What follows belongs to an exercise in optimizing a design on an open flow for small area; a production flow would make more cautious choices. Function was checked by simulation only, so behaviour that the tests miss may differ from the original. Power is estimated from default activity; no workload was simulated.

==> build 92: inputs <==
## tlb_assoc_param
module tlb_assoc_param #(
    parameter int ENTRIES = 64,
    parameter int ASID_W  = 8,
    parameter int CNT_W   = 16
) (
    input  logic              i_clk,
    input  logic              i_rst,
    input  logic              i_lk_valid,
    input  logic [31:0]       i_lk_va,
    input  logic [ASID_W-1:0] i_lk_asid,
    output logic              o_rsp_valid,
    output logic              o_rsp_hit,
    output logic              o_rsp_asid_neq,
    output logic [31:0]       o_rsp_pa,
    output logic [3:0]        o_rsp_domain,
    output logic [1:0]        o_rsp_ap,
    output logic              o_rsp_apx,
    input  logic              i_wr,
    input  logic [1:0]        i_wr_type,
    input  logic [19:0]       i_wr_va,
    input  logic [19:0]       i_wr_pa,
    input  logic [ASID_W-1:0] i_wr_asid,
    input  logic              i_wr_global,
    input  logic [3:0]        i_wr_domain,
    input  logic [7:0]        i_wr_ap,
    input  logic              i_wr_apx,
    input  logic              i_inv_all,
    input  logic              i_inv_mva,
    input  logic              i_inv_asid,
    input  logic [19:0]       i_inv_va,
    input  logic [ASID_W-1:0] i_inv_asid_val,
    output logic              o_full,
    output logic [CNT_W-1:0]  o_hit_cnt,
    output logic [CNT_W-1:0]  o_miss_cnt
);
export LEC_CHECK = 0
export ABC_AREA = 1
export CAP_MARGIN = 0
export CORE_MARGIN = 2
export CORE_UTILIZATION = 50
export PLACE_DENSITY = 0.6
export SETUP_SLACK_MARGIN = 0.2
export SLEW_MARGIN = 0
create_clock -name core_clock -period 10.0 [get_ports {i_clk}]
standard.sh (not shown) runs the stock make flow with config.mk's settings and CLKGATE_MAP_FILE= SYNTH_SCRIPT=/design/flow/synth_recipe.tcl, a recipe that flattens the netlist after the stock synthesis.
==> flow/flow/run.sh <==
#!/bin/bash
# Own layout flow: the standard ORFS flow, with these changes.
#  1. Synthesis maps the logic with an area-recovering ABC script (flow/abc_area.script)
#     instead of ORFS's area script, which buffers and upsizes after mapping.
#     Registers are mapped by dfflibmap before ABC runs, so they are unchanged.
#  2. Port buffers are buf_1 instead of clkdlybuf4s50_1 (every port still gets one).
#  3. CTS runs without dummy loads and with larger sink clusters of clkbuf_16.
# Each step's full output goes to a log file in the work folder.
set -euo pipefail
W=$(pwd)
rm -rf "$W/scripts_abc"
cp -r "$FLOW_HOME/scripts" "$W/scripts_abc"
cp "$W/flow/abc_area.script" "$W/scripts_abc/abc_area.script"
SCRIPTS_DIR="$W/scripts_abc" bash standard.sh synth > "$W/run_synth.log" 2>&1
export BUFFER_PORTS_ARGS="-buffer_cell sky130_fd_sc_hd__buf_1"
export CTS_ARGS="-sink_clustering_enable -repair_clock_nets -dont_use_dummy_load -sink_clustering_size 25 -sink_clustering_max_diameter 80 -buf_list sky130_fd_sc_hd__clkbuf_16"
bash standard.sh finish > "$W/run_finish.log" 2>&1
==> flow/flow/abc_area.script <==
strash
dc2
&get -n
&dch
&nf -R 1000 -p
&put
topo
==> build 97 (differences from build 92) <==
--- a/flow/design.v
+++ b/flow/design.v
@@ -118,26 +118,26 @@
     end
     logic        wr_t3, wr_c_hi, wr_c_mid;
     logic [19:0] wr_pa_enc;
     assign wr_t3     = (i_wr_type == 2'd3);
     assign wr_c_hi   = (i_wr_type != 2'd0);
     assign wr_c_mid  = i_wr_type[1];
     assign wr_pa_enc = {i_wr_pa[19:4], wr_t3 ? i_wr_pa[3:0] : {1'b0, wr_c_hi, wr_c_mid, 1'b0}};
+    localparam int EW = 1 + 20 + 20 + ASID_W + 1 + 4 + 8 + 1;
+    logic [EW-1:0] wr_word;
+    assign wr_word = {wr_t3, i_wr_va, wr_pa_enc, i_wr_asid, i_wr_global, i_wr_domain, i_wr_ap, i_wr_apx};
     for (genvar gi = 0; gi < ENTRIES; gi++) begin : g_store
+        logic          we, keep;
+        logic [EW-1:0] cur, nxt;
+        assign we   = wr_en & wr_oh[gi];
+        assign keep = ~we;
+        assign cur  = {t3_q[gi], va_q[gi], pa_q[gi], asid_q[gi], global_q[gi], domain_q[gi], ap_q[gi], apx_q[gi]};
+        tlb_entry_sel #(.W(EW)) u_sel (.i_q(cur), .i_d(wr_word), .i_we(we), .i_keep(keep), .o_nxt(nxt));
         always_ff @(posedge i_clk) begin
-            if (wr_en && wr_oh[gi]) begin
-                t3_q[gi]     <= wr_t3;
-                va_q[gi]     <= i_wr_va;
-                pa_q[gi]     <= wr_pa_enc;
-                asid_q[gi]   <= i_wr_asid;
-                global_q[gi] <= i_wr_global;
-                domain_q[gi] <= i_wr_domain;
-                ap_q[gi]     <= i_wr_ap;
-                apx_q[gi]    <= i_wr_apx;
-            end
+            {t3_q[gi], va_q[gi], pa_q[gi], asid_q[gi], global_q[gi], domain_q[gi], ap_q[gi], apx_q[gi]} <= nxt;
         end
     end
     logic [19:0] s_pa;
     logic [3:0]  s_dom;
     logic [7:0]  s_ap;
     logic        s_apx, s_t3;
     always_comb begin
@@ -206,7 +206,18 @@
                 if (o_hit_cnt != '1) o_hit_cnt <= o_hit_cnt + 1'b1;
             end else begin
                 if (o_miss_cnt != '1) o_miss_cnt <= o_miss_cnt + 1'b1;
             end
         end
     end
 endmodule
+module tlb_entry_sel #(
+    parameter int W = 1
+) (
+    input  logic [W-1:0] i_q,
+    input  logic [W-1:0] i_d,
+    input  logic         i_we,
+    input  logic         i_keep,
+    output logic [W-1:0] o_nxt
+);
+    assign o_nxt = (i_q & {W{i_keep}}) | (i_d & {W{i_we}});
+endmodule
Settings changed: CAP_MARGIN 0 to 10, CORE_UTILIZATION 50 to 60, PLACE_DENSITY 0.6 to 0.7, SETUP_SLACK_MARGIN 0.2 to 0.5, SLEW_MARGIN 0 to 10, SYNTH_HIERARCHICAL set to 1, SYNTH_MINIMUM_KEEP_SIZE set to 0.
==> qor summary <==
DR WL/cell: build 97 35.8 microns; build 92 33.3 microns
Sum of met2 wire segment lengths after detailed routing: build 97 267000 microns; build 92 232000 microns
Area used by multi-input combinational logic: build 97 0.0729 sq mm; build 92 0.0381 sq mm
# Taps: build 97 3384; build 92 4305
Maximum number of pins on one net before global-route repair: build 97 84; build 92 73
Multi-input gate share of the layout cell area: build 97 41.3%; build 92 21.1%
Die width: build 97 513 microns; build 92 571 microns
Final period demand of the worst path: build 97 9.37 ns; build 92 9.45 ns
Seq. cell area: build 97 0.0836 sq mm; build 92 0.124 sq mm
Count of multi-input combinational gates: build 97 9199; build 92 5280
Multiplexer area fraction after synthesis: build 97 0.187%; build 92 0.181%
Chip height: build 97 513 microns; build 92 571 microns
Pre-CTS setup slack: build 97 -1.12 ns; build 92 -0.897 ns
Standard cell area after detailed placement: build 97 0.171 sq mm; build 92 0.176 sq mm
Standard-cell rows: build 97 186; build 92 208
Result of the run: build 97 complete, no violations; build 92 complete, no violations
Sequential share of power: build 97 60.7%; build 92 65.2%

what the ideal ports hide:
In the flow no input, the clock included, has a driving cell. The finished layouts below were timed again as built, in two steps.
Step 1 (the two cells are an assumption about what drives the block):
set clk [get_ports {i_clk}]
set_driving_cell -lib_cell sky130_fd_sc_hd__clkbuf_16 $clk
set_driving_cell -lib_cell sky130_fd_sc_hd__buf_2 [delete_from_list [all_inputs] $clk]
Step 2 moves the port delays by t, midway between the first and last clock arrival at a register: inputs arrive t later, outputs are due t later. That takes back most of the time a late clock gives input paths.
a / b / c = ideal / step 1 / step 2; a / b = the first two.
run	t (ns)	slack for setup (ns)	worst hold slack (ns)	latest minus earliest clock arrival (ns)
build 92	1.010	0.555 / 0.627 / -0.384	0.461 / 0.461 / 0.461	0.111 / 0.111
build 97	1.034	0.629 / 0.717 / -0.317	0.488 / 0.488 / 0.488	0.091 / 0.092
With both steps, setup timing fails in build 92 and build 97, where it was met with ideal ports. For build 97, which loses most, drivers alone change the setup slack by +0.088 ns; drivers and shift together by -0.946 ns.
